Source: an optimization exercise on an open RTL-to-GDS flow (aim: small area, a short achievable clock period and few clock cycles per item). Production flows keep margins and buffers that such runs may drop.
RTL that was checked went through simulation tests only; none was proved equivalent to the original.

== run 1 ==
## cct_two_channel_led_mixer_unit
module cct_two_channel_led_mixer_unit #(
    parameter int FRAC_BITS = 16
) (
    input  logic                                i_clk,
    input  logic                                i_rst_n,
    input  logic                                i_cfg_we,
    input  logic [cmx_pkg::CFG_IDX_W-1:0]       i_cfg_idx,
    input  logic [cmx_pkg::CFG_W-1:0]           i_cfg_data,
    input  logic                                i_in_valid,
    output logic                                o_in_ready,
    input  logic                                i_in_light_on,
    input  logic [FRAC_BITS:0]                  i_in_level,
    input  logic [cmx_pkg::KELVIN_W-1:0]        i_in_color_temp,
    output logic                                o_out_valid,
    input  logic                                i_out_ready,
    output logic [cmx_pkg::DUTY_W-1:0]          o_out_warm_duty,
    output logic [cmx_pkg::DUTY_W-1:0]          o_out_cold_duty,
    output logic                                o_out_level_rejected
);
Settings: LEC_CHECK=0, CAP_MARGIN=20, CORE_MARGIN=2, CORE_UTILIZATION=65, CTS_BUF_LIST=sky130_fd_sc_hd__clkbuf_8, PLACE_DENSITY=0.75, SETUP_SLACK_MARGIN=4.0, SLEW_MARGIN=20; clock period 8.0 ns.
run.sh (not shown) runs the stock make flow with config.mk's settings and CLKGATE_MAP_FILE= SYNTH_SCRIPT=/design/flow/synth_recipe.tcl, a recipe that flattens the netlist after the stock synthesis.
Run 1 reached the final stage; the timing, design-rule and antenna checks on its layout passed.
Testbench counts of run 1, summed over its fixed seeds: cycles 2,536, items 2,400.
Modified inputs, run 2 compared to run 1
Settings: an added CTS_CLUSTER_SIZE of 20; an added CTS_CLUSTER_DIAMETER of 40.
[summary]
Design area in run 2 is 0.41% higher than in run 1
Taking run 1 as the reference, in run 2 layout overhead on the synthesized area went up; adder-cell area share of the yosys netlist ~0 delta.
Here is what was changed in the inputs of run 3 compared with run 2.
Settings: CTS_BUF_LIST: sky130_fd_sc_hd__clkbuf_8 -> unset; CTS_CLUSTER_SIZE: 20 -> unset; CTS_CLUSTER_DIAMETER: 40 -> unset.
==> comparison <==
Compared with run 2, run 3 shows a fraction of final layout cells sized beyond drive strength 1 that is 1.6 points lower.
NOTE: share of the clock period used by the worst path in run 3 exceeds that of run 2
Diff run 2..run 3 | setup violation total in the final timing report | unchanged
Register-to-register slack: run 3 vs run 2 down 0.03 ns
Compared run 2 against run 3; clock slew at the register clock pins of the worst setup and hold paths within noise.
Against run 2, buffer count from post-CTS setup fixing in run 3 fell by a little under 10%.
Run 3: no failed stages, no open violations at the end

---

== pine ==
cct_two_channel_led_mixer_unit, a different RTL version from the one above (not shown whole).
Size in the first run: roughly 12000 cells after synthesis, roughly 92 I/O pins, roughly 0.14 mm^2 of cells after synthesis.
Settings: LEC_CHECK=0, CAP_MARGIN=20, CORE_MARGIN=2, CORE_UTILIZATION=40, SLEW_MARGIN=20; clock period 8.0 ns.
Input-level comparison between birch and pine:
# pine
export LEC_CHECK = 0
export CAP_MARGIN = 20
export CORE_MARGIN = 2
export CORE_UTILIZATION = 40
export SLEW_MARGIN = 20
create_clock -name core_clock -period 8.0 [get_ports {i_clk}]
# birch
export LEC_CHECK = 0
export ABC_CLOCK_PERIOD_IN_PS = 3500
export CAP_MARGIN = 20
export CORE_MARGIN = 2
export CORE_UTILIZATION = 40
export SETUP_SLACK_MARGIN = 4.5
export SLEW_MARGIN = 20
create_clock -name core_clock -period 8.0 [get_ports {i_clk}]
Notes after the runs:
Looking at commonest non-fill, non-tap cell in the layout, the inv_1 result is from pine; the edfxtp_1 one comes from birch. On cell area, the higher figure sits with birch, not pine. Relative to pine, worst setup slack after layout has gone up in birch. Compare birch and pine | minimum clock period lower: birch.
Function was not checked in any run of this note: the RTL went through the layout flow alone.

---

cct_two_channel_led_mixer_unit, a different RTL version from the one above (not shown whole).
Size in the first run: about 12,000 cells after synthesis, roughly 2,000 flip-flops, ~92 I/O pins.
==> flow/config.mk <==
export PLATFORM = sky130hd
export DESIGN_NAME = cct_two_channel_led_mixer_unit
export DESIGN_NICKNAME = cct_two_channel_led_mixer_unit
export VERILOG_FILES = /design/flow/design.v
export SDC_FILE = /design/flow/constraint.sdc
export NUM_CORES = 4
export LEC_CHECK = 0
export CAP_MARGIN = 20
export CORE_MARGIN = 2
export CORE_UTILIZATION = 40
export SETUP_SLACK_MARGIN = 4.0
export SLEW_MARGIN = 20
==> flow/constraint.sdc <==
create_clock -name core_clock -period 8.0 [get_ports {i_clk}]
set_input_delay 1.6000 -clock core_clock [delete_from_list [all_inputs] [get_ports {i_clk}]]
set_output_delay 1.6000 -clock core_clock [all_outputs]
set_load 0.01 [all_outputs]
Testbench counts at the start, summed over its fixed seeds: cycles 2,536, items 2,400.
==> next run, changes <==
- CORE_UTILIZATION: 40 -> 65
- PLACE_DENSITY: default -> 0.75
=> Critical path depth is higher by 5. Routed wire length is lower slightly. Cell count is lower by roughly a tenth. Clock-buffer cell count is lower by 13.

## separate check: timing with driven ports
The results above use ideal ports. As a check the final layouts listed here were re-extracted and re-timed, cells and wires unchanged.
Step 1, drivers: a clkbuf_16 drives i_clk and a buf_2 each remaining input, both assumed.
Step 2 also shifts input and output timing later by t, the mid clock arrival at the registers, as if the neighbouring blocks saw the same clock.
Three values: ideal ports, drivers, drivers and shift; two values: the first two.
run	t, ns	setup slack, ns	worst setup path at the end	worst slew at a driven data input, ns
run 1	1.127	4.038 / 4.038 / 4.005	input to register	0.04
run 2	1.165	4.083 / 4.083 / 3.975	input to register	0.04
run 3	0.962	4.053 / 4.053 / 4.017	input to register	0.04
pine	0.994	1.220 / 1.220 / 1.220	register to register	0.05
birch	1.008	2.133 / 2.133 / 2.133	register to register	0.05
the first run of note 3	0.970	4.068 / 4.068 / 4.068	register to register	0.06
the second run of note 3	0.949	4.033 / 4.033 / 3.521	input to register	0.04
After both steps setup and hold are still met in every run listed. The setup slack of the second run of note 3, which loses most, moves by 0.000 ns with the drivers and by -0.512 ns with both steps.
